From an optimization exercise on the open Yosys and OpenROAD flow, aimed at small area and few clock cycles; shortcuts taken in it are not production practice. RTL that was checked went through simulation tests only; none was proved equivalent to the original. Function not checked in run 4: the RTL went through the layout flow alone.

**flow/config.mk**
```make
export PLATFORM = sky130hd
export DESIGN_NAME = rgb_led_blink_breathe_driver
export DESIGN_NICKNAME = rgb_led_blink_breathe_driver
export VERILOG_FILES = /design/flow/design.v
export SDC_FILE = /design/flow/constraint.sdc
export NUM_CORES = 4
export LEC_CHECK = 0
export ABC_AREA = 1
export CAP_MARGIN = 20
export CORE_MARGIN = 2
export CORE_UTILIZATION = 50
export SLEW_MARGIN = 20
```
**flow/constraint.sdc**
```tcl
create_clock -name core_clock -period 6.0 [get_ports {clk}]
set_input_delay 1.2000 -clock core_clock [delete_from_list [all_inputs] [get_ports {clk}]]
set_output_delay 1.2000 -clock core_clock [all_outputs]
set_load 0.01 [all_outputs]
```
**flow/design.v**
```verilog
`timescale 1ns / 1ps
module rgbd_add16
(
    input  logic [15:0] a,
    input  logic [15:0] b,
    input  logic        cin,
    output logic [15:0] s,
    output logic        cout
);
    wire [15:0] g, p;
    assign g = a & b;
    assign p = a ^ b;
    wire G0 = g[0] | (p[0] & cin);
    wire G1 = g[1] | (p[1] & G0);
    wire P1 = p[1] & p[0];
    wire G2 = g[3] | (p[3] & g[2]);
    wire P2 = p[3] & p[2];
    wire G3 = g[5] | (p[5] & g[4]);
    wire P3 = p[5] & p[4];
    wire G4 = g[7] | (p[7] & g[6]);
    wire P4 = p[7] & p[6];
    wire G5 = g[9] | (p[9] & g[8]);
    wire P5 = p[9] & p[8];
    wire G6 = g[11] | (p[11] & g[10]);
    wire P6 = p[11] & p[10];
    wire G7 = g[13] | (p[13] & g[12]);
    wire P7 = p[13] & p[12];
    wire G8 = g[15] | (p[15] & g[14]);
    wire P8 = p[15] & p[14];
    wire G9 = G2 | (P2 & G1);
    wire P9 = P2 & P1;
    wire G10 = G4 | (P4 & G3);
    wire P10 = P4 & P3;
    wire G11 = G6 | (P6 & G5);
    wire P11 = P6 & P5;
    wire G12 = G8 | (P8 & G7);
    wire P12 = P8 & P7;
    wire G13 = G10 | (P10 & G9);
    wire P13 = P10 & P9;
    wire G14 = G12 | (P12 & G11);
    wire P14 = P12 & P11;
    wire G15 = G14 | (P14 & G13);
    wire P15 = P14 & P13;
    wire G16 = G11 | (P11 & G13);
    wire P16 = P11 & P13;
    wire G17 = G3 | (P3 & G9);
    wire P17 = P3 & P9;
    wire G18 = G5 | (P5 & G13);
    wire P18 = P5 & P13;
    wire G19 = G7 | (P7 & G16);
    wire P19 = P7 & P16;
    wire G20 = g[2] | (p[2] & G1);
    wire P20 = p[2] & P1;
    wire G21 = g[4] | (p[4] & G9);
    wire P21 = p[4] & P9;
    wire G22 = g[6] | (p[6] & G17);
    wire P22 = p[6] & P17;
    wire G23 = g[8] | (p[8] & G13);
    wire P23 = p[8] & P13;
    wire G24 = g[10] | (p[10] & G18);
    wire P24 = p[10] & P18;
    wire G25 = g[12] | (p[12] & G16);
    wire P25 = p[12] & P16;
    wire G26 = g[14] | (p[14] & G19);
    wire P26 = p[14] & P19;
    assign s[0] = p[0] ^ cin;
    assign s[1] = p[1] ^ G0;
    assign s[2] = p[2] ^ G1;
    assign s[3] = p[3] ^ G20;
    assign s[4] = p[4] ^ G9;
    assign s[5] = p[5] ^ G21;
    assign s[6] = p[6] ^ G17;
    assign s[7] = p[7] ^ G22;
    assign s[8] = p[8] ^ G13;
    assign s[9] = p[9] ^ G23;
    assign s[10] = p[10] ^ G18;
    assign s[11] = p[11] ^ G24;
    assign s[12] = p[12] ^ G16;
    assign s[13] = p[13] ^ G25;
    assign s[14] = p[14] ^ G19;
    assign s[15] = p[15] ^ G26;
    assign cout = G15;
endmodule
module rgbd_add5
(
    input  logic [4:0] a,
    input  logic [4:0] b,
    input  logic        cin,
    output logic [4:0] s,
    output logic        cout
);
    wire [4:0] g, p;
    assign g = a & b;
    assign p = a ^ b;
    wire G0 = g[0] | (p[0] & cin);
    wire G1 = g[1] | (p[1] & G0);
    wire P1 = p[1] & p[0];
    wire G2 = g[3] | (p[3] & g[2]);
    wire P2 = p[3] & p[2];
    wire G3 = G2 | (P2 & G1);
    wire P3 = P2 & P1;
    wire G4 = g[2] | (p[2] & G1);
    wire P4 = p[2] & P1;
    wire G5 = g[4] | (p[4] & G3);
    wire P5 = p[4] & P3;
    assign s[0] = p[0] ^ cin;
    assign s[1] = p[1] ^ G0;
    assign s[2] = p[2] ^ G1;
    assign s[3] = p[3] ^ G4;
    assign s[4] = p[4] ^ G3;
    assign cout = G5;
endmodule
module rgbd_add6
(
    input  logic [5:0] a,
    input  logic [5:0] b,
    input  logic        cin,
    output logic [5:0] s,
    output logic        cout
);
    wire [5:0] g, p;
    assign g = a & b;
    assign p = a ^ b;
    wire G0 = g[0] | (p[0] & cin);
    wire G1 = g[1] | (p[1] & G0);
    wire P1 = p[1] & p[0];
    wire G2 = g[3] | (p[3] & g[2]);
    wire P2 = p[3] & p[2];
    wire G3 = g[5] | (p[5] & g[4]);
    wire P3 = p[5] & p[4];
    wire G4 = G2 | (P2 & G1);
    wire P4 = P2 & P1;
    wire G5 = G3 | (P3 & G4);
    wire P5 = P3 & P4;
    wire G6 = g[2] | (p[2] & G1);
    wire P6 = p[2] & P1;
    wire G7 = g[4] | (p[4] & G4);
    wire P7 = p[4] & P4;
    assign s[0] = p[0] ^ cin;
    assign s[1] = p[1] ^ G0;
    assign s[2] = p[2] ^ G1;
    assign s[3] = p[3] ^ G6;
    assign s[4] = p[4] ^ G4;
    assign s[5] = p[5] ^ G7;
    assign cout = G5;
endmodule
`timescale 1ns / 1ps
module rgbd_front
(
    input  logic        clk,
    input  logic        rst_n,
    input  logic        en,          
    input  logic        cmd_valid,
    output logic        cmd_ready,
    input  logic [1:0]  cmd_func,
    input  logic [23:0] cmd_colour,
    input  logic        cfg_valid,
    input  logic        cfg_addr,
    input  logic [15:0] cfg_data,
    output logic        produce,     
    output logic        show_wave,   
    output logic [7:0]  next_idx,    
    output logic [20:0] half_base    
);
    localparam logic [1:0] FUNC_TICK  = 2'd0;
    localparam logic [1:0] FUNC_SET   = 2'd1;
    localparam logic [1:0] FUNC_BLINK = 2'd2;
    localparam logic [1:0] FUNC_PULSE = 2'd3;
    logic [15:0] blink_time_reg;
    logic [15:0] pulse_step_reg;
    logic        blink_on_reg;
    logic        pulse_on_reg;
    logic        stale_reg;
    logic [15:0] acc_reg;
    logic [20:0] half_base_reg;
    logic [15:0] acc_sum;
    logic [15:0] acc_sum2;
    logic        accept;
    logic        blink_end;
    logic        colour_zero;
    assign cmd_ready   = en && !stale_reg;
    assign accept      = cmd_valid && cmd_ready;
        rgbd_add16 u_add_step (
        .a    (acc_reg),
        .b    (blink_on_reg ? 16'd1 : pulse_step_reg),
        .cin  (1'b0),
        .s    (acc_sum),
        .cout ()
    );
    rgbd_add16 u_add_step2 (
        .a    (acc_reg),
        .b    ({pulse_step_reg[14:0], 1'b0}),
        .cin  (1'b0),
        .s    (acc_sum2),
        .cout ()
    );
    always_comb
    begin
        logic c;
        c = 1'b1;
        for (int i = 0; i < 16; i++)
            c = (acc_sum[i] & ~blink_time_reg[i]) | (c & (acc_sum[i] | ~blink_time_reg[i]));
        blink_end = c;
    end
    assign colour_zero = (cmd_colour == 24'd0);
    assign half_base   = half_base_reg;
    always_comb
    begin
        produce   = 1'b0;
        show_wave = 1'b0;
        next_idx  = acc_sum[15:8];
        if (accept)
        begin
            case (cmd_func)
                FUNC_TICK:
                begin
                    produce   = blink_on_reg ? blink_end : pulse_on_reg;
                    show_wave = !blink_on_reg;
                    next_idx  = acc_sum2[15:8];
                end
                FUNC_PULSE:
                begin
                    produce   = colour_zero;
                    next_idx  = {~pulse_step_reg[15], pulse_step_reg[14:8]};
                end
                default:
                    produce   = 1'b1;
            endcase
        end
    end
    always_ff @(posedge clk or negedge rst_n)
    begin
        if (!rst_n)
        begin
            blink_time_reg <= 16'd200;
            pulse_step_reg <= 16'd33;
            stale_reg      <= 1'b0;
        end
        else
        begin
            if (cfg_valid)
            begin
                if (cfg_addr) pulse_step_reg <= cfg_data;
                else          blink_time_reg <= cfg_data;
            end
            stale_reg <= cfg_valid && cfg_addr;
        end
    end
    always_ff @(posedge clk or negedge rst_n)
    begin
        if (!rst_n)
        begin
            blink_on_reg <= 1'b0;
            pulse_on_reg <= 1'b0;
        end
        else if (accept)
        begin
            case (cmd_func)
                FUNC_TICK:
                    if (blink_on_reg && blink_end) blink_on_reg <= 1'b0;
                FUNC_SET:
                    ;
                FUNC_BLINK:
                begin
                    blink_on_reg <= 1'b1;
                    pulse_on_reg <= 1'b0;
                end
                default:
                begin
                    blink_on_reg <= 1'b0;
                    pulse_on_reg <= !colour_zero;
                end
            endcase
        end
    end
    always_ff @(posedge clk)
    begin
        if (accept)
        begin
            case (cmd_func)
                FUNC_TICK:  acc_reg <= acc_sum;
                FUNC_SET:   ;
                FUNC_BLINK: acc_reg <= 16'h0000;
                default:    acc_reg <= 16'h8000;
            endcase
            if (cmd_func == FUNC_PULSE)
                half_base_reg <= {cmd_colour[23:17], cmd_colour[15:9], cmd_colour[7:1]};
        end
    end
endmodule
`timescale 1ns / 1ps
module rgbd_back
(
    input  logic [6:0]  h,       
    input  logic [13:0] w,       
    input  logic [15:0] w3,      
    input  logic        neg,     
    output logic [7:0]  duty     
);
    wire s1_0 = h[0] & ~h[1], s2_0 = ~h[0] & h[1], s3_0 = h[0] & h[1];
    wire s1_1 = h[2] & ~h[3], s2_1 = ~h[2] & h[3], s3_1 = h[2] & h[3];
    wire s1_2 = h[4] & ~h[5], s2_2 = ~h[4] & h[5], s3_2 = h[4] & h[5];
    wire [6:0] hx = h ^ {7{neg}};
    wire p0_6 = (s1_0 & w[6]) | (s2_0 & w[5]) | (s3_0 & w3[6]);
    wire p0_7 = (s1_0 & w[7]) | (s2_0 & w[6]) | (s3_0 & w3[7]);
    wire p0_8 = (s1_0 & w[8]) | (s2_0 & w[7]) | (s3_0 & w3[8]);
    wire p0_9 = (s1_0 & w[9]) | (s2_0 & w[8]) | (s3_0 & w3[9]);
    wire p0_10 = (s1_0 & w[10]) | (s2_0 & w[9]) | (s3_0 & w3[10]);
    wire p0_11 = (s1_0 & w[11]) | (s2_0 & w[10]) | (s3_0 & w3[11]);
    wire p0_12 = (s1_0 & w[12]) | (s2_0 & w[11]) | (s3_0 & w3[12]);
    wire p0_13 = (s1_0 & w[13]) | (s2_0 & w[12]) | (s3_0 & w3[13]);
    wire p0_14 = (s2_0 & w[13]) | (s3_0 & w3[14]);
    wire p0_15 = (s3_0 & w3[15]);
    wire p1_4 = (s1_1 & w[4]) | (s2_1 & w[3]) | (s3_1 & w3[4]);
    wire p1_5 = (s1_1 & w[5]) | (s2_1 & w[4]) | (s3_1 & w3[5]);
    wire p1_6 = (s1_1 & w[6]) | (s2_1 & w[5]) | (s3_1 & w3[6]);
    wire p1_7 = (s1_1 & w[7]) | (s2_1 & w[6]) | (s3_1 & w3[7]);
    wire p1_8 = (s1_1 & w[8]) | (s2_1 & w[7]) | (s3_1 & w3[8]);
    wire p1_9 = (s1_1 & w[9]) | (s2_1 & w[8]) | (s3_1 & w3[9]);
    wire p1_10 = (s1_1 & w[10]) | (s2_1 & w[9]) | (s3_1 & w3[10]);
    wire p1_11 = (s1_1 & w[11]) | (s2_1 & w[10]) | (s3_1 & w3[11]);
    wire p1_12 = (s1_1 & w[12]) | (s2_1 & w[11]) | (s3_1 & w3[12]);
    wire p1_13 = (s1_1 & w[13]) | (s2_1 & w[12]) | (s3_1 & w3[13]);
    wire p1_14 = (s2_1 & w[13]) | (s3_1 & w3[14]);
    wire p1_15 = (s3_1 & w3[15]);
    wire p2_2 = (s1_2 & w[2]) | (s2_2 & w[1]) | (s3_2 & w3[2]);
    wire p2_3 = (s1_2 & w[3]) | (s2_2 & w[2]) | (s3_2 & w3[3]);
    wire p2_4 = (s1_2 & w[4]) | (s2_2 & w[3]) | (s3_2 & w3[4]);
    wire p2_5 = (s1_2 & w[5]) | (s2_2 & w[4]) | (s3_2 & w3[5]);
    wire p2_6 = (s1_2 & w[6]) | (s2_2 & w[5]) | (s3_2 & w3[6]);
    wire p2_7 = (s1_2 & w[7]) | (s2_2 & w[6]) | (s3_2 & w3[7]);
    wire p2_8 = (s1_2 & w[8]) | (s2_2 & w[7]) | (s3_2 & w3[8]);
    wire p2_9 = (s1_2 & w[9]) | (s2_2 & w[8]) | (s3_2 & w3[9]);
    wire p2_10 = (s1_2 & w[10]) | (s2_2 & w[9]) | (s3_2 & w3[10]);
    wire p2_11 = (s1_2 & w[11]) | (s2_2 & w[10]) | (s3_2 & w3[11]);
    wire p2_12 = (s1_2 & w[12]) | (s2_2 & w[11]) | (s3_2 & w3[12]);
    wire p2_13 = (s1_2 & w[13]) | (s2_2 & w[12]) | (s3_2 & w3[13]);
    wire p2_14 = (s2_2 & w[13]) | (s3_2 & w3[14]);
    wire p2_15 = (s3_2 & w3[15]);
    wire p3_0 = h[6] & w[0];
    wire p3_1 = h[6] & w[1];
    wire p3_2 = h[6] & w[2];
    wire p3_3 = h[6] & w[3];
    wire p3_4 = h[6] & w[4];
    wire p3_5 = h[6] & w[5];
    wire p3_6 = h[6] & w[6];
    wire p3_7 = h[6] & w[7];
    wire p3_8 = h[6] & w[8];
    wire p3_9 = h[6] & w[9];
    wire p3_10 = h[6] & w[10];
    wire p3_11 = h[6] & w[11];
    wire p3_12 = h[6] & w[12];
    wire p3_13 = h[6] & w[13];
    wire n0 = p0_6 ^ p1_4;
    wire n1 = p0_6 & p1_4;
    wire n2 = p0_7 ^ p1_5;
    wire n3 = p0_7 & p1_5;
    wire n4 = p0_8 ^ p1_6;
    wire n5 = p0_8 & p1_6;
    wire n6 = p0_9 ^ p1_7;
    wire n7 = p0_9 & p1_7;
    wire n8 = p0_10 ^ p1_8;
    wire n9 = p0_10 & p1_8;
    wire n10 = p0_11 ^ p1_9;
    wire n11 = p0_11 & p1_9;
    wire n12 = p0_12 ^ p1_10;
    wire n13 = p0_12 & p1_10;
    wire n14 = p0_13 ^ p1_11;
    wire n15 = n14 ^ p2_9;
    wire n16 = (p0_13 & p1_11) | (p2_9 & n14);
    wire n17 = p0_14 ^ p1_12;
    wire n18 = n17 ^ p2_10;
    wire n19 = (p0_14 & p1_12) | (p2_10 & n17);
    wire n20 = p0_15 ^ p1_13;
    wire n21 = n20 ^ p2_11;
    wire n22 = (p0_15 & p1_13) | (p2_11 & n20);
    wire n23 = p1_14 ^ p2_12;
    wire n24 = p1_14 & p2_12;
    wire n25 = p1_15 ^ p2_13;
    wire n26 = p1_15 & p2_13;
    wire n27 = p2_2 ^ p3_0;
    wire n28 = p2_2 & p3_0;
    wire n29 = p2_3 ^ p3_1;
    wire n30 = n29 ^ n1;
    wire n31 = (p2_3 & p3_1) | (n1 & n29);
    wire n32 = p2_4 ^ p3_2;
    wire n33 = n32 ^ n3;
    wire n34 = (p2_4 & p3_2) | (n3 & n32);
    wire n35 = p2_5 ^ p3_3;
    wire n36 = n35 ^ n5;
    wire n37 = (p2_5 & p3_3) | (n5 & n35);
    wire n38 = p2_6 ^ p3_4;
    wire n39 = n38 ^ n7;
    wire n40 = (p2_6 & p3_4) | (n7 & n38);
    wire n41 = p2_7 ^ p3_5;
    wire n42 = n41 ^ n9;
    wire n43 = (p2_7 & p3_5) | (n9 & n41);
    wire n44 = p2_8 ^ p3_6;
    wire n45 = n44 ^ n11;
    wire n46 = (p2_8 & p3_6) | (n11 & n44);
    wire n47 = p3_7 ^ 1'b1;
    wire n48 = n47 ^ n13;
    wire n49 = (p3_7 & 1'b1) | (n13 & n47);
    wire n50 = p3_8 ^ hx[0];
    wire n51 = n50 ^ n16;
    wire n52 = (p3_8 & hx[0]) | (n16 & n50);
    wire n53 = p3_9 ^ hx[1];
    wire n54 = n53 ^ n19;
    wire n55 = (p3_9 & hx[1]) | (n19 & n53);
    wire n56 = p3_10 ^ hx[2];
    wire n57 = n56 ^ n22;
    wire n58 = (p3_10 & hx[2]) | (n22 & n56);
    wire n59 = p3_11 ^ hx[3];
    wire n60 = n59 ^ n24;
    wire n61 = (p3_11 & hx[3]) | (n24 & n59);
    wire n62 = p2_14 ^ p3_12;
    wire n63 = n62 ^ hx[4];
    wire n64 = (p2_14 & p3_12) | (hx[4] & n62);
    wire n65 = p2_15 ^ p3_13;
    wire n66 = p2_15 & p3_13;
    wire n67 = 1'b1 ^ n0;
    wire n68 = 1'b1 & n0;
    wire n69 = n2 ^ n28;
    wire n70 = n69 ^ n30;
    wire n71 = (n2 & n28) | (n30 & n69);
    wire n72 = n4 ^ n31;
    wire n73 = n72 ^ n33;
    wire n74 = (n4 & n31) | (n33 & n72);
    wire n75 = n6 ^ n34;
    wire n76 = n75 ^ n36;
    wire n77 = (n6 & n34) | (n36 & n75);
    wire n78 = n8 ^ n37;
    wire n79 = n78 ^ n39;
    wire n80 = (n8 & n37) | (n39 & n78);
    wire n81 = n10 ^ n40;
    wire n82 = n81 ^ n42;
    wire n83 = (n10 & n40) | (n42 & n81);
    wire n84 = n12 ^ n43;
    wire n85 = n84 ^ n45;
    wire n86 = (n12 & n43) | (n45 & n84);
    wire n87 = n15 ^ n46;
    wire n88 = n87 ^ n48;
    wire n89 = (n15 & n46) | (n48 & n87);
    wire n90 = n18 ^ n49;
    wire n91 = n90 ^ n51;
    wire n92 = (n18 & n49) | (n51 & n90);
    wire n93 = n21 ^ n52;
    wire n94 = n93 ^ n54;
    wire n95 = (n21 & n52) | (n54 & n93);
    wire n96 = n23 ^ n55;
    wire n97 = n96 ^ n57;
    wire n98 = (n23 & n55) | (n57 & n96);
    wire n99 = n25 ^ n58;
    wire n100 = n99 ^ n60;
    wire n101 = (n25 & n58) | (n60 & n99);
    wire n102 = n26 ^ n61;
    wire n103 = n102 ^ n63;
    wire n104 = (n26 & n61) | (n63 & n102);
    wire n105 = hx[5] ^ n64;
    wire n106 = n105 ^ n65;
    wire n107 = (hx[5] & n64) | (n65 & n105);
    wire n108 = hx[6] ^ n66;
    wire n109 = hx[6] & n66;
    wire [15:0] sum;
    rgbd_add16 u_add (
        .a    ({neg, n107, n104, n101, n98, n95, n92, n89, n86, n83, n80, n77, n74, n71, n68, n27}),
        .b    ({n109, n108, n106, n103, n100, n97, n94, n91, n88, n85, n82, n79, n76, n73, n70, n67}),
        .cin  (1'b0),
        .s    (sum),
        .cout ()
    );
    assign duty = sum[15:8] ^ {8{~neg}};
endmodule
module rgbd_slope
(
    input  logic [7:0]  k,       
    output logic [13:0] w,
    output logic [1:0]  c,       
    output logic        neg
);
    function automatic logic [15:0] slope_rom(input logic [6:0] j);
        case (j)
            7'd0  : slope_rom = 16'd49136;
            7'd1  : slope_rom = 16'd49136;
            7'd2  : slope_rom = 16'd49136;
            7'd3  : slope_rom = 16'd49104;
            7'd4  : slope_rom = 16'd49072;
            7'd5  : slope_rom = 16'd49028;
            7'd6  : slope_rom = 16'd48976;
            7'd7  : slope_rom = 16'd65293;
            7'd8  : slope_rom = 16'd48837;
            7'd9  : slope_rom = 16'd15984;
            7'd10 : slope_rom = 16'd15893;
            7'd11 : slope_rom = 16'd64943;
            7'd12 : slope_rom = 16'd32063;
            7'd13 : slope_rom = 16'd15556;
            7'd14 : slope_rom = 16'd15425;
            7'd15 : slope_rom = 16'd48053;
            7'd16 : slope_rom = 16'd64287;
            7'd17 : slope_rom = 16'd14978;
            7'd18 : slope_rom = 16'd63962;
            7'd19 : slope_rom = 16'd14634;
            7'd20 : slope_rom = 16'd14448;
            7'd21 : slope_rom = 16'd47024;
            7'd22 : slope_rom = 16'd46802;
            7'd23 : slope_rom = 16'd13842;
            7'd24 : slope_rom = 16'd30006;
            7'd25 : slope_rom = 16'd13395;
            7'd26 : slope_rom = 16'd45929;
            7'd27 : slope_rom = 16'd12916;
            7'd28 : slope_rom = 16'd61815;
            7'd29 : slope_rom = 16'd28790;
            7'd30 : slope_rom = 16'd61291;
            7'd31 : slope_rom = 16'd28248;
            7'd32 : slope_rom = 16'd11584;
            7'd33 : slope_rom = 16'd11298;
            7'd34 : slope_rom = 16'd60154;
            7'd35 : slope_rom = 16'd59854;
            7'd36 : slope_rom = 16'd26776;
            7'd37 : slope_rom = 16'd59230;
            7'd38 : slope_rom = 16'd26143;
            7'd39 : slope_rom = 16'd25815;
            7'd40 : slope_rom = 16'd41875;
            7'd41 : slope_rom = 16'd25147;
            7'd42 : slope_rom = 16'd8423;
            7'd43 : slope_rom = 16'd57227;
            7'd44 : slope_rom = 16'd7722;
            7'd45 : slope_rom = 16'd7366;
            7'd46 : slope_rom = 16'd56157;
            7'd47 : slope_rom = 16'd55791;
            7'd48 : slope_rom = 16'd22654;
            7'd49 : slope_rom = 16'd55052;
            7'd50 : slope_rom = 16'd54668;
            7'd51 : slope_rom = 16'd5140;
            7'd52 : slope_rom = 16'd4756;
            7'd53 : slope_rom = 16'd4372;
            7'd54 : slope_rom = 16'd53132;
            7'd55 : slope_rom = 16'd3588;
            7'd56 : slope_rom = 16'd19580;
            7'd57 : slope_rom = 16'd35568;
            7'd58 : slope_rom = 16'd35168;
            7'd59 : slope_rom = 16'd34773;
            7'd60 : slope_rom = 16'd1605;
            7'd61 : slope_rom = 16'd1205;
            7'd62 : slope_rom = 16'd33571;
            7'd63 : slope_rom = 16'd33170;
            7'd64 : slope_rom = 16'd18;
            default: slope_rom = 16'd0;
        endcase
    endfunction
    logic [6:0] j;
    assign j   = k[6] ? 7'd64 - {1'b0, k[5:0]} : {1'b0, k[5:0]};
    assign neg = k[7] ^ k[6];
    assign {c, w} = slope_rom(j);
endmodule
`timescale 1ns / 1ps
module rgb_led_blink_breathe_driver
(
    input  logic       clk,
    input  logic       rst_n,
    input  logic       cmd_valid,
    output logic       cmd_ready,
    input  logic [1:0] cmd_func,
    input  logic [7:0] cmd_red,
    input  logic [7:0] cmd_green,
    input  logic [7:0] cmd_blue,
    input  logic        cfg_valid,
    output logic        cfg_ready,
    input  logic        cfg_addr,
    input  logic [15:0] cfg_data,
    output logic       led_valid,
    input  logic       led_ready,
    output logic [7:0] led_duty_red,
    output logic [7:0] led_duty_green,
    output logic [7:0] led_duty_blue
);
    logic        en;
    logic [23:0] cmd_colour;
    logic        produce, show_wave;
    logic [7:0]  next_idx;
    logic [20:0] half_base;
    logic [14-1:0] slope;
    logic [1:0]  slope_c;
    logic [1:0]  slope_c_reg;
    logic        neg;
    logic [14-1:0] slope_reg;
    logic [14+1:0] slope3;
    logic        neg_reg;
    logic [2:0][7:0] wave_duty;
    logic [23:0] duty_next;
    logic        out_v_reg;
    logic [23:0] duty_reg;
    assign en         = !out_v_reg || led_ready;
    assign cfg_ready  = 1'b1;
    assign cmd_colour = {cmd_blue, cmd_green, cmd_red};
    rgbd_front u_front (
        .clk        (clk),
        .rst_n      (rst_n),
        .en         (en),
        .cmd_valid  (cmd_valid),
        .cmd_ready  (cmd_ready),
        .cmd_func   (cmd_func),
        .cmd_colour (cmd_colour),
        .cfg_valid  (cfg_valid),
        .cfg_addr   (cfg_addr),
        .cfg_data   (cfg_data),
        .produce    (produce),
        .show_wave  (show_wave),
        .next_idx   (next_idx),
        .half_base  (half_base)
    );
    rgbd_slope u_slope (
        .k   (next_idx),
        .w   (slope),
        .c   (slope_c),
        .neg (neg)
    );
    always_ff @(posedge clk)
    begin
        slope_reg <= slope;
        slope_c_reg <= slope_c;
        neg_reg   <= neg;
    end
    rgbd_add5 u_add_slope3_lo (
        .a    (slope_reg[4:0]),
        .b    ({slope_reg[3:0], 1'b0}),
        .cin  (1'b0),
        .s    (slope3[4:0]),
        .cout ()
    );
    rgbd_add5 u_add_slope3_mid (
        .a    (slope_reg[9:5]),
        .b    (slope_reg[8:4]),
        .cin  (slope_c_reg[0]),
        .s    (slope3[9:5]),
        .cout ()
    );
    rgbd_add6 u_add_slope3_hi (
        .a    ({2'd0, slope_reg[13:10]}),
        .b    ({1'd0, slope_reg[13:9]}),
        .cin  (slope_c_reg[1]),
        .s    (slope3[15:10]),
        .cout ()
    );
    for (genvar ch = 0; ch < 3; ch++)
    begin : g_ch
        rgbd_back u_back (
            .h    (half_base[ch*7 +: 7]),
            .w    (slope_reg),
            .w3   (slope3),
            .neg  (neg_reg),
            .duty (wave_duty[ch])
        );
    end
    assign duty_next = show_wave ? wave_duty
                     : (cmd_func == 2'd0) ? 24'hFFFFFF
                     : ~cmd_colour;
    always_ff @(posedge clk or negedge rst_n)
    begin
        if (!rst_n)
            out_v_reg <= 1'b0;
        else if (en)
            out_v_reg <= produce;
    end
    always_ff @(posedge clk)
    begin
        if (en) duty_reg <= duty_next;
    end
    assign led_valid      = out_v_reg;
    assign led_duty_red   = duty_reg[7:0];
    assign led_duty_green = duty_reg[15:8];
    assign led_duty_blue  = duty_reg[23:16];
endmodule
```
**flow/flow/run.sh**
```bash
#!/bin/bash
set -euo pipefail
WORK=$(pwd)
bash "$WORK/standard.sh" "BUFFER_PORTS_ARGS=-buffer_cell sky130_fd_sc_hd__buf_1" finish > "$WORK/orfs_make.log" 2>&1
test -s "$WORK/out/final.def"
```
**flow/standard.sh**
```bash
#!/bin/bash
# synth_recipe.tcl (not shown) runs the flow's synth.tcl, then flattens the netlist and writes it again
# the make line also repeats each setting of config.mk as NAME=value (left out here)
make -C /OpenROAD-flow-scripts/flow DESIGN_CONFIG=/design/flow/config.mk WORK_HOME=/design/flow/orfs CLKGATE_MAP_FILE= SYNTH_SCRIPT=/design/flow/synth_recipe.tcl "${@:-finish}"
```
==> results.yml, run 1 <==
timing:
  final.period_utilization_pct: 95.67
  worst_slack_ns: 0.2598
  hold_viol_final: 0
  timing.max_slew.rel_slack_pct: 29.30
  unrepaired_setup_endpoints_after_global_routing: "true"
  finalCriticalPeriod_ns: 5.740
  totalNegativeSetupSlack_ns: 0
  maxSlewViolCount: 0
  fin_worst_skew_ns: 0.01931
  fmax_achieved_mhz: 174.2
  tightestPinTransition_ns: 1.058
  setup_violations_final: 0
setup_path:
  critPathRequiredTime_ns: 6.15
  kind_of_end_point_of_the_critical_path: "register"
  crit_path_class: "register to register"
  regToRegSetupSlack_ns: 0.26
  crit_path_end: "duty_reg[14]"
  r2r.worst_path.cells: 24
  rr_endpoint: "duty_reg[14]"
  setup.worst_path.start_class: "register"
  timing.critical_path.arrival_ns: 5.89
  worst_path_max_fanout: 8
  r2r_start: "slope_reg[5]"
  crit_path_start: "slope_reg[5]"
clock_tree:
  numCtsBuffers: 17
  cts.sinks: 114
  clock_tree.htree_level_count: 4
  clkLatencyLatePin_ns: 0.43
  tritoncts_clock_tree: "yes"
  clock_tree.root_cell: "sky130_fd_sc_hd__clkbuf_16"
  cts_buffer_depth: 2
  clk_pin_slew_ns: 0.07
  post_cts_hold_buffer_count: 0
synth:
  synth.cell_area_um2: 13190
  yosysWarnings: 3
  synth_enable_flop_cells: 61
  synth_sequential_area_ratio_pct: 23.34
  synthesis.instances: 1593
  synthDistinctLibCells: 56
  synth-main-ff-cell: "sky130_fd_sc_hd__edfxtp_1"
  avgSynthCellArea_um2: 8.282
  synth-seq-cells: 114
  ys_async_sr_fraction_pct: 31.58
  mappedNetlistNets: 1872
placed_design:
  worst_case_setup_slack_after_placement_ns: -0.01824
  place_hpwl_mm: 29.97
  placement.cell_area_um2: 14130
  gp_routability_congestion: 0.9331
  port-buffer-count: 73
final_layout:
  register_area_um2: 3083
  most-common-layout-cells: "319 x sky130_fd_sc_hd__nand2_1, 262 x sky130_fd_sc_hd__inv_1, 119 x sky130_fd_sc_hd__ha_1"
  largest_register_ff_count: 24
  layout-drive-gt1-share_pct: 11.35
  antennaDiodeCount: 0
  area_delta_synth_final_pct: 12.03
  final_cell_area_um2: 14780
  mostFrequentLayoutCell: "sky130_fd_sc_hd__nand2_1"
  final_util_pct: 56.89
  layout.nets: 1975
  nFillCells: 2431
  multi_input_area_um2: 8803
detailed_routing:
  vias: 11502
  route.detailed.wl_per_inst_um: 18.62
  postRouteWirelength_mm: 38.07
  drtPass1Iterations: 6
  detailedRoute.firstIterationViolations: 973
  route.detailed.vias_per_inst: 5.627
  drt.antenna.violating_nets: 0
  detail_route.drc_violations: 0
grt:
  global_route_wire_length_before_repair_mm: 62.59
  number_of_antenna_violations_at_the_first_check_in_global_routing: 0
  pin_count_of_the_biggest_net_entering_global_routing: 45
  global_route.overflow_total: 0
  first_global_vias: 11568
  groute.usage.overall_pct: 28.27
outcome:
  status: "finished clean"
flow_run:
  cap_violations: 0
floorplan:
  die-area_um2: 27700
  fp.coreArea_um2: 25980
  row_count: 59
  die-height_um: 166.4
  initial_core_util_pct: 50.78
  design.portCount: 75
  die_x_um: 166.4
hold_path:
  worst_hold_path.num_cells: 2
  worstHoldPathType: "register to register"
## final cells by class
type | count | share of cell area [%]
Clock buffer | 17 | 2.878
Clock inverter | 15 | 0.8211
Inverter | 288 | 7.381
Multi-Input combinational cell | 1128 | 59.56
Sequential cell | 114 | 20.86
Tap cell | 335 | 2.836
Timing Repair Buffer | 147 | 5.671
## logic make-up after synthesis
group	after synthesis	synth area share (%)
buffers and inverters	351	10.52
other	1	0.02842
AND/OR/NAND/NOR	482	15.47
multiplexers	1	0.07587
flip-flops	114	23.34
XOR/XNOR	75	4.979
AO/OA/AOI/OAI	338	17.32
adder cells (fa/ha/maj)	231	28.28
## repair_timing
item / 4_1_cts / 5_1_grt
pin swaps: 0 / 5
endpoints found under the setup margin: 2 / 19
setup buffers: 0 / 5
gates resized for setup: 2 / 18
gates cloned: 0 / 0
## through the flow
stage / hold WS (ns) / instances
global route: 0.5166 / 2044
CTS: 0.4940 / 2039
finish: 0.4938 / 2044
floorplan: 0.4530 / 1593
global placement: 0.4681 / 2006
detailed placement: 0.4776 / 2007
## per-layer routing
layer	GRT usage, %	up-vias	part of all wire, %
met3	4.539	37	7.4
met4	5.735	0	1.1
met5	0	-	0
li1	-	5537	-
met2	44.81	432	46
met1	41.25	5496	46
## critical path, cell delays in order (launching register included)
cell                       delay [ns]
sky130_fd_sc_hd__dfxtp_2         0.36
sky130_fd_sc_hd__fa_1            0.17
sky130_fd_sc_hd__inv_1           0.05
sky130_fd_sc_hd__fa_2            0.42
sky130_fd_sc_hd__fa_1            0.44
sky130_fd_sc_hd__xnor2_1         0.15
sky130_fd_sc_hd__buf_4           0.17
sky130_fd_sc_hd__nand2_1         0.06
sky130_fd_sc_hd__o221ai_1        0.13
sky130_fd_sc_hd__ha_1            0.24
sky130_fd_sc_hd__fa_1            0.50
sky130_fd_sc_hd__fa_1            0.41
sky130_fd_sc_hd__ha_1            0.30
sky130_fd_sc_hd__a21oi_1         0.15
sky130_fd_sc_hd__nand2_1         0.08
sky130_fd_sc_hd__nand4_1         0.08
sky130_fd_sc_hd__o211ai_1        0.17
sky130_fd_sc_hd__a31oi_2         0.25
sky130_fd_sc_hd__o21ai_0         0.13
sky130_fd_sc_hd__a21oi_2         0.24
sky130_fd_sc_hd__nor2_1          0.08
sky130_fd_sc_hd__a211oi_2        0.18
sky130_fd_sc_hd__fa_1            0.46
sky130_fd_sc_hd__xnor2_1         0.15
sky130_fd_sc_hd__a22oi_1         0.09
## cells in the mapped netlist (9+ instances only)
master / count / area, um2
sky130_fd_sc_hd__nor2_1: 73 / 274.0
sky130_fd_sc_hd__fa_1: 112 / 2242
sky130_fd_sc_hd__xor2_1: 35 / 306.5
sky130_fd_sc_hd__o221ai_1: 73 / 639.4
sky130_fd_sc_hd__buf_1: 10 / 37.54
sky130_fd_sc_hd__a21oi_1: 62 / 310.3
sky130_fd_sc_hd__o211ai_1: 13 / 97.59
sky130_fd_sc_hd__inv_2: 14 / 52.55
sky130_fd_sc_hd__nand3_1: 35 / 175.2
sky130_fd_sc_hd__inv_1: 262 / 983.4
sky130_fd_sc_hd__clkinv_1: 9 / 33.78
sky130_fd_sc_hd__nor3_1: 11 / 55.05
sky130_fd_sc_hd__dfxtp_1: 17 / 340.3
sky130_fd_sc_hd__xnor2_1: 40 / 350.3
sky130_fd_sc_hd__a22oi_1: 24 / 180.2
sky130_fd_sc_hd__o21ai_1: 21 / 105.1
sky130_fd_sc_hd__ha_1: 119 / 1489
sky130_fd_sc_hd__o22ai_1: 31 / 193.9
sky130_fd_sc_hd__a21o_1: 10 / 75.07
sky130_fd_sc_hd__a31oi_1: 13 / 81.33
sky130_fd_sc_hd__buf_2: 9 / 45.04
sky130_fd_sc_hd__nand2_1: 319 / 1197
sky130_fd_sc_hd__o21ai_0: 61 / 305.3
sky130_fd_sc_hd__clkbuf_1: 35 / 131.4
sky130_fd_sc_hd__edfxtp_1: 61 / 1832
sky130_fd_sc_hd__dfrtp_1: 31 / 775.7
## worst min-delay path by stage
stage          slack (ns)                         end                       start
5_1_grt              0.52   u_front.blink_time_reg[8]   u_front.blink_time_reg[8]
3_5_place_dp         0.48  u_front.blink_time_reg[12]  u_front.blink_time_reg[12]
2_1_floorplan        0.45  u_front.blink_time_reg[12]  u_front.blink_time_reg[12]
3_3_place_gp         0.47  u_front.blink_time_reg[12]  u_front.blink_time_reg[12]
4_1_cts              0.49   u_front.blink_time_reg[8]   u_front.blink_time_reg[8]
6_report             0.49   u_front.blink_time_reg[8]   u_front.blink_time_reg[8]
Testbench counts, summed over its fixed seeds: cycles 20,208.
==> inputs of run 2 (changes only) <==
--- a/flow/config.mk
+++ b/flow/config.mk
@@ -10,3 +10,4 @@
 export CORE_MARGIN = 2
-export CORE_UTILIZATION = 50
+export CORE_UTILIZATION = 40
+export GPL_TIMING_DRIVEN = 0
 export SLEW_MARGIN = 20
==> run 2 against run 1 <==
  * Fmax decreased by 0.96%
  * Non-clock buffer count down 1
  * Design area up 0.91%
  * Hold slack worse by 0.0055 ns
  * Area after synthesis unchanged
  * Final cell count up 5.2%
  * Routed wire length grew 8.3%
  * Synthesized cell count unchanged
  * Largest cell class unchanged
==> results.yml, run 2 <==
final_layout:
  layout.nets: 1974
  largest_register_ff_count: 24
  final_util_pct: 45.84
  nFillCells: 3281
  mostFrequentLayoutCell: "sky130_fd_sc_hd__nand2_1"
  most-common-layout-cells: "318 x sky130_fd_sc_hd__nand2_1, 259 x sky130_fd_sc_hd__inv_1, 118 x sky130_fd_sc_hd__ha_1"
  layout-drive-gt1-share_pct: 10.54
  area_delta_synth_final_pct: 13.05
  final_cell_area_um2: 14920
timing:
  maxSlewViolCount: 0
  final.period_utilization_pct: 96.60
  tightestPinTransition_ns: 1.012
  fin_worst_skew_ns: 0.02736
  totalNegativeSetupSlack_ns: 0
  timing.max_slew.rel_slack_pct: 32.13
  timing.hold.ws_ns: 0.4883
  fmax_achieved_mhz: 172.5
  setup_violations_final: 0
  finalCriticalPeriod_ns: 5.796
  hold_viol_final: 0
synth:
  ys_async_sr_fraction_pct: 31.58
  avgSynthCellArea_um2: 8.282
  synthesis.instances: 1593
  post-synth-top-area-cell: "sky130_fd_sc_hd__fa_1"
  synthDistinctLibCells: 56
  synth_most_common_cell: "sky130_fd_sc_hd__nand2_1"
  yosysWarnings: 3
  synth_common_cells: "319 x sky130_fd_sc_hd__nand2_1, 262 x sky130_fd_sc_hd__inv_1, 119 x sky130_fd_sc_hd__ha_1"
  synth_sequential_area_ratio_pct: 23.34
  synth_enable_flop_cells: 61
  synth-seq-cells: 114
  synth.cell_area_um2: 13190
  mappedNetlistNets: 1872
  synthTopCellsByArea: "sky130_fd_sc_hd__fa_1 17%, sky130_fd_sc_hd__edfxtp_1 14%, sky130_fd_sc_hd__ha_1 11%"
  synth-main-ff-cell: "sky130_fd_sc_hd__edfxtp_1"
  synthDominantCellAreaShare_pct: 16.99
setup_path:
  timing.critical_path.arrival_ns: 5.94
  worst_path_max_fanout: 10
  critPathRequiredTime_ns: 6.15
  crit_path_class: "register to register"
  kind_of_end_point_of_the_critical_path: "register"
  setup.worst_path.start_class: "register"
  r2r_start: "slope_reg[7]"
  crit_path_start: "slope_reg[7]"
grt:
  groute.usage.overall_pct: 24.88
  global_route_wire_length_before_repair_mm: 65.62
  global_route.overflow_total: 0
  pin_count_of_the_biggest_net_entering_global_routing: 32
  number_of_antenna_violations_at_the_first_check_in_global_routing: 0
  first_global_vias: 11763
outcome:
  status: "finished clean"
hold_path:
  hp-start: "u_front.blink_time_reg[0]"
  worstHoldPathType: "register to register"
detailed_routing:
  drt.antenna.violating_nets: 0
  detailedRoute.firstIterationViolations: 890
  route.detailed.vias_per_inst: 5.457
  detail_route.drc_violations: 0
  drtPass1Iterations: 7
  postRouteWirelength_mm: 41.22
  vias: 11737
  route.detailed.wl_per_inst_um: 19.16
floorplan:
  initial_core_util_pct: 40.55
  die-area_um2: 34450
  die-height_um: 185.6
  row_count: 66
  die_x_um: 185.6
  design.portCount: 75
  fp.coreArea_um2: 32540
placed_design:
  gp_routability_congestion: 0.9157
  place_hpwl_mm: 32.39
  placement.cell_area_um2: 14070
  port-buffer-count: 73
clock_tree:
  clkLatencyLatePin_ns: 0.45
  cts.sinks: 114
  clk_pin_slew_ns: 0.06
  numCtsBuffers: 17
  clock_tree.root_cell: "sky130_fd_sc_hd__clkbuf_16"
  tritoncts_clock_tree: "yes"
  cts_buffer_depth: 2
  post_cts_hold_buffer_count: 0
  clock_tree.htree_level_count: 4
flow_run:
  cap_violations: 0
run 2: cell count changes in the layout (fill, tap and decap cells not counted), sizes merged:
cell,before,now
inv,290,291
diode,0,1
buf,146,113
clkinvlp,2,4
clkinv,11,7
clkbuf,18,51
run 2: area by class of cell:
| type | count | area [um2] | share of cell area (%) |
|---|---|---|---|
| clock buffer | 18 | 450.4 | 3.020 |
| timing repair buffer | 89 | 415.4 | 2.785 |
| multi-input combinational | 1128 | 8877 | 59.52 |
| buffer | 57 | 284.0 | 1.904 |
| tap | 442 | 553.0 | 3.708 |
| sequential | 114 | 3095 | 20.75 |
| inverter | 288 | 1107 | 7.424 |
| antenna | 1 | 2.502 | 0.01678 |
| clock inverter | 14 | 130.1 | 0.8724 |
run 2: critical path, cell delays in order (launching register included):
cell and delay [ns]:
sky130_fd_sc_hd__dfxtp_1 0.36, sky130_fd_sc_hd__clkbuf_4 0.22, sky130_fd_sc_hd__inv_1 0.15, sky130_fd_sc_hd__clkbuf_2 0.24, sky130_fd_sc_hd__fa_2 0.42, sky130_fd_sc_hd__xnor2_4 0.27, sky130_fd_sc_hd__nand2_1 0.08, sky130_fd_sc_hd__o221ai_1 0.12
sky130_fd_sc_hd__ha_2 0.25, sky130_fd_sc_hd__fa_1 0.43, sky130_fd_sc_hd__fa_1 0.44, sky130_fd_sc_hd__ha_1 0.30, sky130_fd_sc_hd__a21oi_1 0.13, sky130_fd_sc_hd__nand2_1 0.07, sky130_fd_sc_hd__a21o_1 0.16, sky130_fd_sc_hd__a21oi_2 0.17
sky130_fd_sc_hd__o21ai_2 0.12, sky130_fd_sc_hd__a21o_1 0.18, sky130_fd_sc_hd__a21oi_2 0.19, sky130_fd_sc_hd__o21ai_0 0.11, sky130_fd_sc_hd__inv_1 0.10, sky130_fd_sc_hd__nor2_1 0.06, sky130_fd_sc_hd__a211oi_2 0.17, sky130_fd_sc_hd__fa_1 0.46
sky130_fd_sc_hd__xnor2_1 0.21, sky130_fd_sc_hd__a22oi_1 0.09
run 2: layer usage:
layer	up-vias	routed length, um	global-route usage (%)
li1	5534	-	-
met1	5693	18990	35.22
met2	444	18670	39.39
met3	66	2645	3.913
met4	0	916	7.024
met5	-	0	0
run 2: final timing paths:
| check | end | slack [ns] | cells after the start |
|---|---|---|---|
| max in group asynchronous | u_front.blink_time_reg[6] | 4.94 | 2 |
| worst min register to register | u_front.blink_time_reg[0] | 0.49 | 2 |
| worst max-delay path | duty_reg[22] | 0.20 | 25 |
| min in group asynchronous | u_front.pulse_step_reg[2] | 0.59 | 1 |
| worst max register to register | duty_reg[22] | 0.20 | 25 |
| worst min-delay path | u_front.blink_time_reg[0] | 0.49 | 2 |
run 2: stage by stage:
step	worst slack, ns	cells
detailed placement	-0.8337	2110
global placement	-0.8070	2108
finish	0.2041	2151
CTS	-0.01501	2140
floorplan	0.2819	1593
global route	-0.02590	2150
run 2: kinds of logic after synthesis:
group           synth area share (%)
flops                          23.34
other cells                  0.02842
mux                          0.07587
compound gates                 17.32
simple gates                   15.47
buf+inv                        10.52
fa+ha+maj                      28.28
xor+xnor                       4.979
run 2: repair_timing:
| action | CTS | global route |
|---|---|---|
| resized for setup | 22 | 38 |
| setup buffers | 2 | 12 |
| endpoints found under the setup margin | 30 | 22 |
| pin swaps | 0 | 13 |
==> inputs of run 3 (changes only) <==
--- a/flow/config.mk
+++ b/flow/config.mk
@@ -11,3 +11,2 @@
 export CORE_UTILIZATION = 40
-export GPL_TIMING_DRIVEN = 0
 export SLEW_MARGIN = 20
==> run 3 against run 2 <==
  * Via count shrank 0.51%
  * Worst setup slack gained 0.095 ns
  * Routed wire length shrank 7.1%
  * Fmax grew 1.7%
  * Critical path depth shrank 1
  * Critical path type unchanged
==> results.yml, run 3 <==
floorplan:
  row_count: 66
  initial_core_util_pct: 40.55
  design.portCount: 75
  fp.coreArea_um2: 32540
  die_x_um: 185.6
  die-area_um2: 34450
  die-height_um: 185.6
clock_tree:
  numCtsBuffers: 17
  cts.sinks: 114
  clk_pin_slew_ns: 0.07
  clock_tree.htree_level_count: 4
  clock_tree.root_cell: "sky130_fd_sc_hd__clkbuf_16"
  cts_buffer_depth: 2
  tritoncts_clock_tree: "yes"
  clkLatencyLatePin_ns: 0.44
placed_design:
  cells_after_dpl: 2110
  place_hpwl_mm: 30.15
  port-buffer-count: 73
  placement.cell_area_um2: 14230
  gp_routability_congestion: 0.9410
final_layout:
  most-common-layout-cells: "319 x sky130_fd_sc_hd__nand2_1, 261 x sky130_fd_sc_hd__inv_1, 118 x sky130_fd_sc_hd__ha_1"
  mostFrequentLayoutCell: "sky130_fd_sc_hd__nand2_1"
  final_cell_area_um2: 14970
  area_delta_synth_final_pct: 13.43
  antennaDiodeCount: 0
  finish.cell_count_without_fillers: 2148
  largest_register_ff_count: 24
  layout.nets: 1972
  layout-drive-gt1-share_pct: 11.20
grt:
  first_global_vias: 11578
  global_route.overflow_total: 0
  global_route_wire_length_before_repair_mm: 62.10
  pin_count_of_the_biggest_net_entering_global_routing: 37
  groute.usage.overall_pct: 23.22
  number_of_antenna_violations_at_the_first_check_in_global_routing: 0
synth:
  synthDominantCellAreaShare_pct: 16.99
  synth_common_cells: "319 x sky130_fd_sc_hd__nand2_1, 262 x sky130_fd_sc_hd__inv_1, 119 x sky130_fd_sc_hd__ha_1"
  synth_xor_area_share_pct: 4.979
  synth-seq-cells: 114
  synth_sequential_area_ratio_pct: 23.34
  ys_async_sr_fraction_pct: 31.58
  synthMuxAreaShare_pct: 0.07587
  simple_gate_fraction_of_synth_area_pct: 15.47
  synth.cell_area_um2: 13190
  synthesis.instances: 1593
  post-synth-top-area-cell: "sky130_fd_sc_hd__fa_1"
  yosysWarnings: 3
  combinational_family_with_the_most_area_after_synthesis: "adder cells"
  synth_most_common_cell: "sky130_fd_sc_hd__nand2_1"
  synth_enable_flop_cells: 61
  synth-compound-area-share_pct: 17.32
  avgSynthCellArea_um2: 8.282
  synth-main-ff-cell: "sky130_fd_sc_hd__edfxtp_1"
  synthTopCellsByArea: "sky130_fd_sc_hd__fa_1 17%, sky130_fd_sc_hd__edfxtp_1 14%, sky130_fd_sc_hd__ha_1 11%"
  mappedNetlistNets: 1872
  synthAdderAreaFrac_pct: 28.28
  synthDistinctLibCells: 56
setup_path:
  critical_path.cell_chain: "fa_1 > inv_1 > fa_2 > fa_2 > xnor2_2 > buf_4 > nand2_1 > o221ai_1 > ha_1 > fa_1 > fa_1 > ha_1 > a21oi_1 > nand2_1 > nand4_1 > o211ai_1 > a31oi_2 > o21ai_0 > inv_1 > nor2_1 > a211oi_2 > fa_1 > xnor2_1 > a22oi_1"
  crit_path_start: "slope_reg[4]"
  regToRegSetupSlack_ns: 0.30
  critical_path.most_common_cell: "sky130_fd_sc_hd__fa_1"
  timing.critical_path.arrival_ns: 5.84
  cpPeakStageDelay_ns: 0.50
  setup.worst_path.start_class: "register"
  critPathRequiredTime_ns: 6.14
  worst_path_max_fanout: 8
  crit_path_class: "register to register"
  kind_of_end_point_of_the_critical_path: "register"
  critPathSlowestCell: "sky130_fd_sc_hd__fa_1"
  r2r_start: "slope_reg[4]"
timing:
  maxSlewViolCount: 0
  final.period_utilization_pct: 95.01
  fmax_achieved_mhz: 175.4
  tightestPinTransition_ns: 0.9519
  unrepaired_setup_endpoints_after_global_routing: "true"
  timing.hold.ws_ns: 0.4860
  totalNegativeSetupSlack_ns: 0
  fin_worst_skew_ns: 0.01887
  setup_violations_final: 0
  finalCriticalPeriod_ns: 5.701
  hold_viol_final: 0
  timing.max_slew.rel_slack_pct: 36.38
outcome:
  status: "finished clean"
detailed_routing:
  vias: 11677
  postRouteWirelength_mm: 38.31
  drt.antenna.violating_nets: 0
  route.detailed.wl_per_inst_um: 17.84
  detail_route.drc_violations: 0
  drtPass1Iterations: 5
  detailedRoute.firstIterationViolations: 920
  route.detailed.vias_per_inst: 5.436
hold_path:
  worstHoldPathType: "register to register"
  hp-start: "u_front.blink_time_reg[0]"
flow_run:
  cap_violations: 0
-- run 3: cell counts after synthesis --
No cell type changed its count.
-- run 3: area by class of cell --
| class | instances | area [um2] |
|---|---|---|
| Clock buffer | 17 | 425.4 |
| Clock inverter | 15 | 158.9 |
| Fill cell | 3241 | 17570 |
| Inverter | 288 | 1091 |
| Multi-Input combinational cell | 1128 | 8810 |
| Sequential cell | 114 | 3082 |
| Tap cell | 442 | 553.0 |
| Timing Repair Buffer | 144 | 845.8 |
-- run 3: per-layer routing --
layer	part of all wire, %	global-route usage, %	up-vias
met1	45	32.62	5610
met4	1.9	6.646	0
met3	7.6	4.226	58
met2	46	36.55	474
met5	0	0.4444	-
li1	-	-	5535
-- run 3: through the flow --
| step | utilization, % | setup slack [ns] |
|---|---|---|
| after floorplan | - | 0.2819 |
| after global placement | 43.75 | 0.1219 |
| after detailed placement | 43.75 | 0.03430 |
| after CTS | 45.56 | 0.0009663 |
| after global routing | 46.00 | -0.04264 |
| final | 46.00 | 0.2992 |
-- run 3: worst max-delay path: cells and delay by family (launching register included) --
kind | cells | cell delay, ns
xor gates and xnor gates | 2 | 0.32
adders and majority gates | 8 | 2.94
AOI/OAI and AO/OA | 7 | 1.16
and+or+nand+nor | 4 | 0.29
DFF | 1 | 0.36
buffers and inverters | 3 | 0.34
-- run 3: timing repair --
item,CTS,global route
resized for setup,1,17
pin swaps,0,7
setup endpoints to repair,1,20
buffers inserted,0,4
hold buffers,0,0
-- run 3: kinds of logic (layout without fill, tap and decap cells) --
| family | Yosys count | after routing |
|---|---|---|
| AOI/OAI and AO/OA | 338 | 338 |
| xor gates and xnor gates | 75 | 75 |
| adders and majority gates | 231 | 231 |
| buffers and inverters | 351 | 464 |
| DFF | 114 | 114 |
| muxes | 1 | 1 |
| other | 1 | 1 |
| and+or+nand+nor | 482 | 482 |
-- run 3: final timing paths --
path,to,cells after the start
worst max-delay path,duty_reg[6],24
worst min-delay path,u_front.blink_time_reg[0],2
worst max register to register,duty_reg[6],24
worst min register to register,u_front.blink_time_reg[0],2
max in group asynchronous,u_front.pulse_on_reg,1
min in group asynchronous,u_front.pulse_step_reg[9],1
==> inputs of run 4 (changes only) <==
--- a/flow/design.v
+++ b/flow/design.v
@@ -182,3 +182,3 @@
     assign accept      = cmd_valid && cmd_ready;
-        rgbd_add16 u_add_step (
+    rgbd_add16 u_add_step (
         .a    (acc_reg),
@@ -196,10 +196,9 @@
     );
-    always_comb
-    begin
-        logic c;
-        c = 1'b1;
-        for (int i = 0; i < 16; i++)
-            c = (acc_sum[i] & ~blink_time_reg[i]) | (c & (acc_sum[i] | ~blink_time_reg[i]));
-        blink_end = c;
-    end
+    rgbd_add16 u_cmp_time (
+        .a    (acc_sum),
+        .b    (~blink_time_reg),
+        .cin  (1'b1),
+        .s    (),
+        .cout (blink_end)
+    );
     assign colour_zero = (cmd_colour == 24'd0);
==> run 4 against run 3 <==
  * Critical path depth increased by 1
  * Fmax decreased by 0.50%
  * First-iteration DRC count increased by 1.3%
  * Critical path type unchanged
  * Flip-flop and latch count unchanged
==> results.yml, run 4 <==
final_layout:
  nFillCells: 3455
  finish.cell_count_without_fillers: 2267
  layout.nets: 2093
  final_util_pct: 44.58
  multi_input_area_um2: 9320
  largest_register_ff_count: 24
  layout-drive-gt1-share_pct: 8.333
  register_area_um2: 3083
  area_delta_synth_final_pct: 10.19
  most-common-layout-cells: "395 x sky130_fd_sc_hd__nand2_1, 298 x sky130_fd_sc_hd__inv_1, 133 x sky130_fd_sc_hd__ha_1"
  antennaDiodeCount: 0
  mostFrequentLayoutCell: "sky130_fd_sc_hd__nand2_1"
floorplan:
  die-height_um: 190.5
  initial_core_util_pct: 40.46
  design.portCount: 75
  die_x_um: 190.5
  row_count: 68
  die-area_um2: 36280
  fp.coreArea_um2: 34370
detailed_routing:
  route.detailed.vias_per_inst: 5.373
  met3_wirelength_mm: 2.226
  drt.antenna.violating_nets: 0
  vias: 12181
  met2WireLength_mm: 19.75
  detailedRoute.firstIterationViolations: 932
  route.detailed.wl_per_inst_um: 17.49
  topRoutingLayerUsed: "met4"
  drt-met1-wl_mm: 16.52
  postRouteWirelength_mm: 39.64
  detail_route.drc_violations: 0
  drtPass1Iterations: 9
timing:
  tightestPinTransition_ns: 1.012
  fin_worst_skew_ns: 0.01634
  totalNegativeSetupSlack_ns: 0
  timing.max_slew.rel_slack_pct: 32.43
  finalCriticalPeriod_ns: 5.730
  unrepaired_setup_endpoints_after_global_routing: "true"
  hold_viol_final: 0
  fmax_achieved_mhz: 174.5
  maxSlewViolCount: 0
  setup_violations_final: 0
  worst_slack_ns: 0.2705
  final.period_utilization_pct: 95.49
clock_tree:
  cts.sinks: 114
  cts_buffer_depth: 2
  clock_tree.htree_level_count: 4
  tritoncts_clock_tree: "yes"
  clkLatencyLatePin_ns: 0.43
  clk_pin_slew_ns: 0.06
  clock_tree.root_cell: "sky130_fd_sc_hd__clkbuf_16"
  numCtsBuffers: 17
grt:
  first_global_vias: 12463
  number_of_antenna_violations_at_the_first_check_in_global_routing: 0
  global_route_wire_length_before_repair_mm: 64.56
  global_route.overflow_total: 0
  pin_count_of_the_biggest_net_entering_global_routing: 43
  groute.usage.overall_pct: 22.47
synth:
  synth-seq-cells: 114
  ys_async_sr_fraction_pct: 31.58
  synth-main-ff-cell: "sky130_fd_sc_hd__edfxtp_1"
  synth_most_common_cell: "sky130_fd_sc_hd__nand2_1"
  synthTopCellsByArea: "sky130_fd_sc_hd__fa_1 16%, sky130_fd_sc_hd__edfxtp_1 13%, sky130_fd_sc_hd__ha_1 12%"
  synth.cell_area_um2: 13910
  synth_common_cells: "395 x sky130_fd_sc_hd__nand2_1, 298 x sky130_fd_sc_hd__inv_1, 134 x sky130_fd_sc_hd__ha_1"
  synth_sequential_area_ratio_pct: 22.14
  avgSynthCellArea_um2: 8.034
  synth_enable_flop_cells: 61
  post-synth-top-area-cell: "sky130_fd_sc_hd__fa_1"
  yosysWarnings: 3
  synthDominantCellAreaShare_pct: 16.12
  synthesis.instances: 1731
  mappedNetlistNets: 2025
  synthDistinctLibCells: 57
setup_path:
  crit_path_start: "slope_reg[5]"
  r2r_start: "slope_reg[5]"
  critPathRequiredTime_ns: 6.25
  kind_of_end_point_of_the_critical_path: "register"
  worst_path_max_fanout: 5
  crit_path_class: "register to register"
  setup.worst_path.start_class: "register"
  timing.critical_path.arrival_ns: 5.98
hold_path:
  hp-start: "u_front.blink_time_reg[11]"
  worstHoldPathType: "register to register"
placed_design:
  place_hpwl_mm: 30.48
  port-buffer-count: 73
  gp_routability_congestion: 0.9532
  worst_case_setup_slack_after_placement_ns: -0.01377
  cells_after_dpl: 2233
flow_run:
  cap_violations: 0
outcome:
  status: "finished clean"
[run 4: kinds of logic after synthesis]
kind of cell | Yosys count | share of synthesized area (%)
xor+xnor | 70 | 4.543
simple gates | 622 | 19.70
flops | 114 | 22.14
fa+ha+maj | 246 | 28.18
other cells | 1 | 0.02696
compound gates | 292 | 14.10
buf+inv | 386 | 11.31
[run 4: worst paths after layout]
kind / depth (start not counted) / slack, ns / to
worst max-delay path: 25 / 0.27 / duty_reg[23]
worst min-delay path: 2 / 0.48 / u_front.blink_time_reg[11]
worst max register to register: 25 / 0.27 / duty_reg[23]
worst min register to register: 2 / 0.48 / u_front.blink_time_reg[11]
max in group asynchronous: 1 / 4.51 / u_front.pulse_on_reg
min in group asynchronous: 1 / 0.90 / u_front.pulse_step_reg[6]
[run 4: layout make-up]
class                   instances  area share, %
clock inverters                14         0.6858
well taps                     455          3.715
multi-input cells            1231          60.82
repair buffers                118          4.033
clock buffers                  18          2.800
flip-flops and latches        114          20.12
inverters                     317          7.830
[run 4: layer usage]
metal,up-vias,GRT usage (%)
li1,5843,-
met2,443,40.07
met5,-,0
met3,86,3.331
met1,5809,27.80
met4,0,7.215
[run 4: critical path, cell delays in order, from the launching register on]
cell,delay (ns)
sky130_fd_sc_hd__dfxtp_2,0.35
sky130_fd_sc_hd__fa_1,0.16
sky130_fd_sc_hd__inv_1,0.06
sky130_fd_sc_hd__fa_1,0.43
sky130_fd_sc_hd__buf_4,0.15
sky130_fd_sc_hd__fa_2,0.39
sky130_fd_sc_hd__xnor2_2,0.23
sky130_fd_sc_hd__buf_6,0.16
sky130_fd_sc_hd__nand2_1,0.05
sky130_fd_sc_hd__o221ai_1,0.08
sky130_fd_sc_hd__ha_1,0.19
sky130_fd_sc_hd__inv_1,0.04
sky130_fd_sc_hd__fa_1,0.47
sky130_fd_sc_hd__inv_1,0.05
sky130_fd_sc_hd__fa_1,0.46
sky130_fd_sc_hd__ha_1,0.31
sky130_fd_sc_hd__a21oi_1,0.07
sky130_fd_sc_hd__o21a_1,0.16
sky130_fd_sc_hd__a21boi_0,0.11
sky130_fd_sc_hd__buf_4,0.15
sky130_fd_sc_hd__o21a_1,0.20
sky130_fd_sc_hd__o21ai_2,0.14
sky130_fd_sc_hd__a31oi_1,0.12
sky130_fd_sc_hd__fa_1,0.46
sky130_fd_sc_hd__or3_1,0.35
sky130_fd_sc_hd__a32oi_1,0.20
[run 4: repair_timing]
action / CTS / global route
pin swaps: 0 / 8
buffers inserted: 0 / 1
hold buffers: 0 / 0
setup endpoints to repair: 3 / 7
cloned: 0 / 1
resized for setup: 2 / 19
[run 4: through the flow]
stage | area [um2] | hold slack [ns]
6_report | 15320 | 0.4841
5_1_grt | 15320 | 0.5201
4_1_cts | 15260 | 0.4892
3_5_place_dp | 14710 | 0.4752
3_3_place_gp | 14700 | 0.4706
2_1_floorplan | 13910 | 0.4530

[re-timing with driven ports]
The results above use ideal ports. As a check the final layouts listed here were re-extracted and re-timed, cells and wires unchanged. Step 1 (the two cells are an assumption about what drives the block):
set clk [get_ports {clk}]
set_driving_cell -lib_cell sky130_fd_sc_hd__clkbuf_16 $clk
set_driving_cell -lib_cell sky130_fd_sc_hd__buf_2 [delete_from_list [all_inputs] $clk]
Step 2 moves the port delays by t, midway between the first and last clock arrival at a register: inputs arrive t later, outputs are due t later. That takes back most of the time a late clock gives input paths. a / b / c = ideal ports / drivers / drivers and shift; a / b = the first two.
run | shift t [ns] | setup WS [ns] | hold slack, ns
run 1 | 0.470 | 0.260 / 0.260 / 0.260 | 0.494 / 0.494 / 0.494
run 2 | 0.488 | 0.204 / 0.204 / 0.204 | 0.488 / 0.488 / 0.488
run 3 | 0.483 | 0.299 / 0.299 / 0.299 | 0.486 / 0.486 / 0.486
run 4 | 0.480 | 0.270 / 0.270 / 0.270 | 0.484 / 0.484 / 0.484
After both steps setup and hold are still met in every run listed.
